Background: an optimization exercise with open tools, aiming at small area and a short achievable clock period. Do not read the settings as production practice.
RTL that was checked went through simulation tests only; none was proved equivalent to the original.
Power is estimated from default activity; no workload was simulated.

==> flow/design.v (excerpt) <==
module pool2x2_stream #(
    parameter int DATA_W   = 16,
    parameter int MAX_COLS = 256,
    parameter int DIM_W    = 9
) (
    input  logic                     pclk,
    input  logic                     rst,
    input  logic [DIM_W-1:0]         cfg_cols,
    input  logic [DIM_W-1:0]         cfg_rows,
    input  logic                     cfg_avg,
    input  logic                     in_valid,
    input  logic                     in_sof,
    input  logic signed [DATA_W-1:0] in_data,
    output logic                     out_valid,
    output logic signed [DATA_W-1:0] out_data,
    output logic                     out_eol,
    output logic                     out_eof,
    output logic                     cfg_err
);
    localparam int DEPTH = 128;                   
    localparam logic [DIM_W:0] MAX_COLS_W = (DIM_W+1)'(MAX_COLS);
    logic                     ok_q, avg_q, err_q;
    logic [DIM_W-1:0]         cols_q, rows_q;
    logic [DIM_W-1:0]         crem_q, rrem_q;     
    logic                     c_odd_q, c_last_q, c_eol_q, c0_q, c1_q;
    logic                     r_odd_q, r_last_q, r_eof_q;
    logic [3:0]               dg0_q, dg1_q, dg2_q;  
    logic                     dg3_q;
    logic                     out_vld_q, out_eol_q, out_eof_q;
    logic signed [DATA_W-1:0] out_dat_q;
    logic signed [DATA_W+1:0] t_q;                
    logic signed [DATA_W:0]   b_q;                
    logic signed [DATA_W:0]   sr [DEPTH];
    logic signed [DATA_W:0]   so [5];             
    localparam logic [76:0] TAP = {7'd127, 7'd63, 7'd47, 7'd31, 7'd15, 7'd11, 7'd7,
                                   7'd3, 7'd2, 7'd1, 7'd0};
    logic [3:0]               sel1;
    logic [6:0]               sel2;
    logic [9:0]               sel3;
    logic [10:0]              sel4;
  ...
Size in the first run: ~3,400 cells after synthesis, ~76,000 um^2 of cells after synthesis.
make LEC_CHECK=0 CAP_MARGIN=20 CORE_MARGIN=2 CORE_UTILIZATION=55 CTS_CLUSTER_DIAMETER=100 CTS_CLUSTER_SIZE=28 PLACE_DENSITY_LB_ADDON=0.2 SETUP_SLACK_MARGIN=3.05 SLEW_MARGIN=20 SYNTH_HIERARCHICAL=1 SYNTH_MINIMUM_KEEP_SIZE=0 finish   # period 5.3 ns
run.sh (not shown) runs the stock make flow with config.mk's settings and CLKGATE_MAP_FILE= SYNTH_SCRIPT=/design/flow/synth_recipe.tcl, a recipe that flattens the netlist after the stock synthesis.
The first run passed the timing, design-rule and antenna checks.
Change:
SETUP_SLACK_MARGIN = 2.9   (was 3.05)
Outcome: Hold slack hardly moves; sequential power hardly moves; register-to-register slack gains 40 ps; non-clock buffer count fell by 40; via count fell by 0.91%; synthesized cell count does not change; wire length fell by 1.4%; total power fell by 0.72%.

========
The RTL this note starts from:
==> flow/design.v <==
module pool2x2_stream #(
    parameter int DATA_W   = 16,
    parameter int MAX_COLS = 256,
    parameter int DIM_W    = 9
) (
    input  logic                     pclk,
    input  logic                     rst,
    input  logic [DIM_W-1:0]         cfg_cols,
    input  logic [DIM_W-1:0]         cfg_rows,
    input  logic                     cfg_avg,
    input  logic                     in_valid,
    input  logic                     in_sof,
    input  logic signed [DATA_W-1:0] in_data,
    output logic                     out_valid,
    output logic signed [DATA_W-1:0] out_data,
    output logic                     out_eol,
    output logic                     out_eof,
    output logic                     cfg_err
);
    localparam int DEPTH  = MAX_COLS / 2;
    localparam int ADDR_W = (DEPTH > 1) ? $clog2(DEPTH) : 1;
    localparam logic [DIM_W:0] MAX_COLS_W = (DIM_W+1)'(MAX_COLS);
    logic                     ok_q, avg_q, err_q, small_q;
    logic [DIM_W-1:0]         cm1_q, rm1_q;       
    logic [DIM_W-1:0]         crem_q, rrem_q;     
    logic                     c_odd_q, c_last_q, c_eol_q;
    logic                     r_odd_q, r_last_q, r_eof_q;
    logic [ADDR_W-1:0]        wa_q, ra_q, wa_w_q;
    logic                     we_q;
    logic                     out_vld_q, out_eol_q, out_eof_q;
    logic signed [DATA_W-1:0] out_dat_q;
    logic signed [DATA_W+1:0] t_q;                
    logic signed [DATA_W:0]   h_q;                
    logic signed [DATA_W:0]   b_q;                
    logic signed [DATA_W:0]   mem [DEPTH];
    logic                     sof, acc, cfg_legal;
    logic signed [DATA_W:0]   b_e;
    logic signed [DATA_W+1:0] inx, bx, r_sum, r_max, r, t_sum, t_max;
    assign cfg_legal = (cfg_cols >= DIM_W'(2)) && (cfg_rows >= DIM_W'(2)) &&
                       ({1'b0, cfg_cols} <= MAX_COLS_W);
    always_comb begin
        sof   = in_valid && in_sof;
        acc   = in_valid && !in_sof;
        inx   = (DATA_W+2)'(in_data);
        b_e   = small_q ? h_q : b_q;
        bx    = (DATA_W+2)'(b_e);
        r_sum = t_q + inx;
        r_max = ($signed(t_q[DATA_W-1:0]) > in_data) ? (DATA_W+2)'($signed(t_q[DATA_W-1:0])) : inx;
        r     = avg_q ? r_sum : r_max;
        t_sum = inx + bx;
        t_max = ($signed(b_e[DATA_W-1:0]) > in_data) ? (DATA_W+2)'($signed(b_e[DATA_W-1:0])) : inx;
    end
    always_ff @(posedge pclk or posedge rst) begin
        if (rst) begin
            ok_q      <= 1'b0;
            err_q     <= 1'b0;
            out_vld_q <= 1'b0;
        end else begin
            out_vld_q <= acc && ok_q && c_odd_q && r_odd_q;
            if (sof) begin
                ok_q  <= cfg_legal;
                err_q <= !cfg_legal;
            end
        end
    end
    always_ff @(posedge pclk) begin
        if (sof) begin
            avg_q    <= cfg_avg;
            small_q  <= cfg_cols < DIM_W'(4);
            cm1_q    <= cfg_cols - DIM_W'(1);
            rm1_q    <= cfg_rows - DIM_W'(1);
            crem_q   <= cfg_cols - DIM_W'(2);
            c_odd_q  <= 1'b1;
            c_last_q <= cfg_cols == DIM_W'(2);
            c_eol_q  <= cfg_cols < DIM_W'(4);
            rrem_q   <= cfg_rows - DIM_W'(1);
            r_odd_q  <= 1'b0;
            r_last_q <= cfg_rows == DIM_W'(1);
            r_eof_q  <= cfg_rows < DIM_W'(3);
            wa_q     <= '0;
            ra_q     <= '0;
        end else if (acc) begin
            if (c_last_q) begin
                crem_q   <= cm1_q;
                c_odd_q  <= 1'b0;
                c_last_q <= cm1_q == '0;
                c_eol_q  <= cm1_q < DIM_W'(2);
                wa_q     <= '0;
                ra_q     <= '0;
                if (r_last_q) begin
                    rrem_q   <= rm1_q;
                    r_odd_q  <= 1'b0;
                    r_last_q <= rm1_q == '0;
                    r_eof_q  <= rm1_q < DIM_W'(2);
                end else begin
                    rrem_q   <= rrem_q - DIM_W'(1);
                    r_odd_q  <= !r_odd_q;
                    r_last_q <= rrem_q == DIM_W'(1);
                    r_eof_q  <= rrem_q < DIM_W'(3);
                end
            end else begin
                crem_q   <= crem_q - DIM_W'(1);
                c_odd_q  <= !c_odd_q;
                c_last_q <= crem_q == DIM_W'(1);
                c_eol_q  <= crem_q < DIM_W'(3);
                if (c_odd_q) wa_q <= wa_q + ADDR_W'(1);
                if (r_odd_q && !c_odd_q) ra_q <= ra_q + ADDR_W'(1);
            end
        end
    end
    always_ff @(posedge pclk) begin
        out_dat_q <= avg_q ? DATA_W'(r >>> 2) : DATA_W'(r);
        out_eol_q <= c_eol_q;
        out_eof_q <= c_eol_q && r_eof_q;
        if (sof || (in_valid && !c_odd_q)) begin
            t_q <= (sof || !r_odd_q) ? inx : (avg_q ? t_sum : t_max);
        end
        if (acc && c_odd_q && !r_odd_q) begin
            h_q <= (DATA_W+1)'(r);
        end
        we_q   <= acc && c_odd_q && !r_odd_q;
        wa_w_q <= wa_q;
        b_q    <= mem[ra_q];
    end
    always_ff @(posedge pclk) begin
        if (we_q) begin
            mem[wa_w_q] <= h_q;
        end
    end
    assign out_valid = out_vld_q;
    assign out_data  = out_dat_q;
    assign out_eol   = out_eol_q;
    assign out_eof   = out_eof_q;
    assign cfg_err   = err_q;
endmodule
Settings: LEC_CHECK=0, ABC_CLOCK_PERIOD_IN_PS=2500, CAP_MARGIN=20, CORE_MARGIN=2, CORE_UTILIZATION=55, SETUP_SLACK_MARGIN=2.6, SLEW_MARGIN=20; clock period 5.3 ns.
The baseline went through all stages and came out clean.
Change:
ABC_CLOCK_PERIOD_IN_PS = default   (was 2500)
CORE_UTILIZATION = 40   (was 55)
SETUP_SLACK_MARGIN = default   (was 2.6)
Effect:
- fmax shrinks by about 20%
- combinational power shrinks by about 20%
- sequential cell count does not change
- wire length shrinks by about 6.5%
- via count shrinks by 3.9%
- total power shrinks by 1.4%
- cell count grows by about 8%
- die area grows by 37%
No functional check of the RTL was part of any run of this note.

========
Another version of the RTL of pool2x2_stream (not shown whole).
Size in the first run: roughly 3300 cells after synthesis, ~59 I/O pins.
Settings: LEC_CHECK=0, CAP_MARGIN=20, CORE_MARGIN=2, CORE_UTILIZATION=55, CTS_CLUSTER_DIAMETER=100, CTS_CLUSTER_SIZE=28, PLACE_DENSITY_LB_ADDON=0.2, SETUP_SLACK_MARGIN=2.7, SLEW_MARGIN=20, SYNTH_HIERARCHICAL=1, SYNTH_MINIMUM_KEEP_SIZE=0; clock period 5.3 ns.
Edit:
SETUP_SLACK_MARGIN = 2.9   (was 2.7)
TNS_END_PERCENT = 5   (was unset)
After rerunning: The new run completed without violations. Via count hardly moves. Design area stays flat. Synthesized area is unchanged. Maximum frequency drops slightly. Synthesized cell count does not change.

========
pool2x2_stream again, from the RTL that the note above started with.
==> flow/config.mk <==
export PLATFORM = sky130hd
export DESIGN_NAME = pool2x2_stream
export DESIGN_NICKNAME = pool2x2_stream
export VERILOG_FILES = /design/flow/design.v
export SDC_FILE = /design/flow/constraint.sdc
export NUM_CORES = 4
export LEC_CHECK = 0
export CAP_MARGIN = 20
export CORE_MARGIN = 2
export CORE_UTILIZATION = 55
export CTS_CLUSTER_DIAMETER = 150
export CTS_CLUSTER_SIZE = 25
export PLACE_DENSITY_LB_ADDON = 0.2
export SETUP_SLACK_MARGIN = 2.8
export SLEW_MARGIN = 20
export SYNTH_HIERARCHICAL = 1
export SYNTH_MINIMUM_KEEP_SIZE = 0
==> flow/constraint.sdc <==
create_clock -name core_clock -period 5.3 [get_ports {pclk}]
set_input_delay 1.0600 -clock core_clock [delete_from_list [all_inputs] [get_ports {pclk}]]
set_output_delay 1.0600 -clock core_clock [all_outputs]
set_load 0.01 [all_outputs]
Then changed:
--- a/flow/config.mk
+++ b/flow/config.mk
@@ -10,3 +10,3 @@
-export CORE_UTILIZATION = 55
-export CTS_CLUSTER_DIAMETER = 150
-export CTS_CLUSTER_SIZE = 25
+export CORE_UTILIZATION = 60
+export CTS_CLUSTER_DIAMETER = 100
+export CTS_CLUSTER_SIZE = 28
@@ -14 +14 @@
-export SETUP_SLACK_MARGIN = 2.8
+export SETUP_SLACK_MARGIN = 2.7
What happened: The changed run ran to the end with no violations; die area went down by a little under a tenth; sequential power stays flat; area after synthesis stays the same; setup slack is better by 0.053 ns.

========
Another version of the RTL of pool2x2_stream (not shown whole).
For scale: roughly 3400 cells after synthesis, ~77000 um^2 of cells after synthesis.
make LEC_CHECK=0 CAP_MARGIN=20 CORE_MARGIN=2 CORE_UTILIZATION=55 CTS_CLUSTER_DIAMETER=100 CTS_CLUSTER_SIZE=28 PLACE_DENSITY_LB_ADDON=0.2 SETUP_SLACK_MARGIN=2.7 SLEW_MARGIN=20 SYNTH_HIERARCHICAL=1 SYNTH_MINIMUM_KEEP_SIZE=0 finish   # period 5.3 ns
Rerun with:
- SETUP_SLACK_MARGIN: 2.7 -> 2.9
Result: Worst setup slack gains 110 ps; maximum frequency is higher by 4.3%; wire length is higher by 1.6%; power is higher by 0.66%; clock power is about the same; first-iteration DRC count goes up by 4.5%; non-clock buffer count goes up by 54; design area rose by 1.4%.

========
Another version of the RTL of pool2x2_stream (not shown whole).
For scale: ~3,400 cells after synthesis, roughly 59 I/O pins, roughly 0.076 mm^2 of cells after synthesis.
clock: 5.3 ns
lec_check: 0
cap_margin: 20
core_margin: 2
core_utilization: 50
cts_cluster_diameter: 100
cts_cluster_size: 28
place_density_lb_addon: 0.2
setup_slack_margin: 2.9
slew_margin: 20
synth_hierarchical: 1
synth_minimum_keep_size: 0
The first run finished clean.
Next try:
CORE_UTILIZATION = 55   (was 50)
CTS_CLUSTER_DIAMETER = 90   (was 100)
CTS_CLUSTER_SIZE = 32   (was 28)
After rerunning:
- register-to-register slack loses 40 ps
- sequential cell count stays the same
- worst setup slack degrades by 22 ps
- global-route usage rises by 1.2 points
- clock-buffer cell count came out lower by 13
- routed wire length fell by a few percent
- die area shrinks by roughly a tenth
- non-clock buffer count rises by 18
Next try:
CTS_CLUSTER_DIAMETER = 100   (was 90)
CTS_CLUSTER_SIZE = 28   (was 32)
The changed run completed with no timing, DRC or antenna violations.
Global-route usage barely changes.
Non-clock buffer count came out lower by 10.
Die area stays the same.
Critical path depth came out higher by 2.

========
## red
pool2x2_stream, a different RTL version from the one above (not shown whole).
For scale: about 59 I/O pins, roughly 75000 um^2 of cells after synthesis.
clock: 5.3 ns
lec_check: 0
cap_margin: 20
core_margin: 2
core_utilization: 55
cts_cluster_diameter: 150
cts_cluster_size: 25
setup_slack_margin: 2.8
slew_margin: 20
[inputs] blue vs red
# red
export LEC_CHECK = 0
export CAP_MARGIN = 20
export CORE_MARGIN = 2
export CORE_UTILIZATION = 55
export CTS_CLUSTER_DIAMETER = 150
export CTS_CLUSTER_SIZE = 25
export SETUP_SLACK_MARGIN = 2.8
export SLEW_MARGIN = 20
create_clock -name core_clock -period 5.3 [get_ports {pclk}]
# blue
export LEC_CHECK = 0
export CAP_MARGIN = 20
export CORE_MARGIN = 2
export CORE_UTILIZATION = 55
export CTS_CLUSTER_DIAMETER = 100
export CTS_CLUSTER_SIZE = 30
export PLACE_DENSITY_LB_ADDON = 0.2
export SETUP_SLACK_MARGIN = 2.8
export SLEW_MARGIN = 20
create_clock -name core_clock -period 5.3 [get_ports {pclk}]
### Flow results
- Result: PASS for each of blue and red
- Via count ends up higher on red.
- Changes observed in blue relative to red: final critical-path setup slack increased by 43 ps relative to the old numbers; clock skew decreased by 9.2 ps relative to the old numbers.
- Across both runs, first-pass GRT wire length was lower for blue than for red.

========
RTL: one of the versions met above, not the one the previous note started from.
Size in the first run: ~3,300 cells after synthesis, ~75,000 µm² of cells after synthesis.
==> flow/design.v (excerpt) <==
module pool2x2_stream #(
    parameter int DATA_W   = 16,
    parameter int MAX_COLS = 256,
    parameter int DIM_W    = 9
) (
    input  logic                     pclk,
    input  logic                     rst,
    input  logic [DIM_W-1:0]         cfg_cols,
    input  logic [DIM_W-1:0]         cfg_rows,
    input  logic                     cfg_avg,
    input  logic                     in_valid,
    input  logic                     in_sof,
    input  logic signed [DATA_W-1:0] in_data,
    output logic                     out_valid,
    output logic signed [DATA_W-1:0] out_data,
    output logic                     out_eol,
    output logic                     out_eof,
    output logic                     cfg_err
);
    localparam int DEPTH = 128;                   
    localparam logic [DIM_W:0] MAX_COLS_W = (DIM_W+1)'(MAX_COLS);
    logic                     ok_q, avg_q, err_q;
    logic [DIM_W-1:0]         cols_q, rows_q;
    logic [DIM_W-1:0]         crem_q, rrem_q;     
    logic                     c_odd_q, c_last_q, c_eol_q, c0_q, c1_q;
    logic                     r_odd_q, r_last_q, r_eof_q;
    logic [3:0]               dg0_q, dg1_q, dg2_q;  
    logic                     dg3_q;
    logic                     out_vld_q, out_eol_q, out_eof_q;
    logic signed [DATA_W-1:0] out_dat_q;
    logic signed [DATA_W+1:0] t_q;                
    logic signed [DATA_W:0]   b_q;                
    logic signed [DATA_W:0]   sr [DEPTH];
    logic signed [DATA_W:0]   so [5];             
    localparam logic [76:0] TAP = {7'd127, 7'd63, 7'd47, 7'd31, 7'd15, 7'd11, 7'd7,
                                   7'd3, 7'd2, 7'd1, 7'd0};
    logic [3:0]               sel1;
    logic [6:0]               sel2;
    logic [9:0]               sel3;
    logic [10:0]              sel4;
    logic                     sof, acc, cfg_legal, shift;
    logic [6:0]               len;
    logic signed [DATA_W+1:0] inx, t_new;
    logic signed [DATA_W:0]   h, b_new;
    logic signed [DATA_W-1:0] o;
    logic signed [DATA_W-1:0] t16, b16;
    logic signed [DATA_W+1:0] r_sum, t_sum;
  ...
==> flow/config.mk <==
export PLATFORM = sky130hd
export DESIGN_NAME = pool2x2_stream
export DESIGN_NICKNAME = pool2x2_stream
export VERILOG_FILES = /design/flow/design.v
export SDC_FILE = /design/flow/constraint.sdc
export NUM_CORES = 4
export LEC_CHECK = 0
export CAP_MARGIN = 20
export CORE_MARGIN = 2
export CORE_UTILIZATION = 55
export CTS_CLUSTER_DIAMETER = 100
export CTS_CLUSTER_SIZE = 28
export PLACE_DENSITY_LB_ADDON = 0.2
export SETUP_SLACK_MARGIN = 2.9
export SLEW_MARGIN = 20
export SYNTH_HIERARCHICAL = 1
export SYNTH_MINIMUM_KEEP_SIZE = 0
==> flow/constraint.sdc <==
create_clock -name core_clock -period 5.3 [get_ports {pclk}]
set_input_delay 1.0600 -clock core_clock [delete_from_list [all_inputs] [get_ports {pclk}]]
set_output_delay 1.0600 -clock core_clock [all_outputs]
set_load 0.01 [all_outputs]
Rerun with:
- SETUP_SLACK_MARGIN: 2.9 -> 2.6
After rerunning: The changed run completed without violations. Clock power barely changes. Wire length drops by about 1.5%. Combinational power is lower by about 9%.

what the ideal ports hide:
The results above use ideal ports. As a check the final layouts listed here were re-extracted and re-timed, cells and wires unchanged.
Step 1 (the two cells are an assumption about what drives the block):
set clk [get_ports {pclk}]
set_driving_cell -lib_cell sky130_fd_sc_hd__clkbuf_16 $clk
set_driving_cell -lib_cell sky130_fd_sc_hd__buf_2 [delete_from_list [all_inputs] $clk]
Step 2, shift: input delay + t, output delay - t, t = (earliest + latest rising clock arrival at the registers) / 2. This alone moves slack from input paths to output paths.
Slacks: ideal ports / drivers / drivers and shift; pairs: ideal ports / drivers.
run | t, ns | setup WS [ns] | hold slack, ns | worst data-port slew with drivers (ns)
the first run of note 1 | 0.785 | 2.864 / 2.864 / 2.123 | 0.394 / 0.394 / 0.394 | 0.06
the second run of note 1 | 0.783 | 2.851 / 2.892 / 2.109 | 0.393 / 0.393 / 0.393 | 0.04
the first run of note 2 | 0.953 | 1.917 / 1.917 / 1.427 | 0.359 / 0.294 / 0.362 | 0.09
the second run of note 2 | 0.959 | 1.042 / 1.042 / 0.592 | 0.367 / 0.293 / 0.367 | 0.10
the first run of note 3 | 0.799 | 2.662 / 2.662 / 1.918 | 0.413 / 0.413 / 0.413 | 0.07
the second run of note 3 | 0.799 | 2.639 / 2.657 / 1.889 | 0.409 / 0.409 / 0.409 | 0.07
the first run of note 4 | 0.795 | 2.592 / 2.629 / 1.844 | 0.392 / 0.392 / 0.392 | 0.07
the second run of note 4 | 0.782 | 2.644 / 2.648 / 1.866 | 0.392 / 0.392 / 0.392 | 0.07
the first run of note 5 | 0.812 | 2.708 / 2.708 / 1.931 | 0.391 / 0.391 / 0.391 | 0.06
the second run of note 5 | 0.810 | 2.816 / 2.861 / 2.062 | 0.387 / 0.387 / 0.387 | 0.05
the first run of note 6 | 0.784 | 2.887 / 2.839 / 2.115 | 0.383 / 0.383 / 0.383 | 0.12
the second run of note 6 | 0.786 | 2.865 / 2.840 / 2.095 | 0.397 / 0.397 / 0.397 | 0.09
the third run of note 6 | 0.811 | 2.870 / 2.808 / 2.082 | 0.407 / 0.407 / 0.407 | 0.07
red | 0.795 | 2.294 / 2.257 / 1.462 | 0.379 / 0.379 / 0.379 | 0.10
blue | 0.789 | 2.337 / 2.276 / 1.486 | 0.383 / 0.383 / 0.383 | 0.13
the first run of note 8 | 0.799 | 2.683 / 2.683 / 1.921 | 0.409 / 0.409 / 0.409 | 0.07
the second run of note 8 | 0.800 | 2.619 / 2.648 / 1.872 | 0.414 / 0.414 / 0.414 | 0.07
After both steps setup and hold are still met in every run listed. For blue, which loses most, drivers alone change the setup slack by -0.061 ns; drivers and shift together by -0.851 ns.
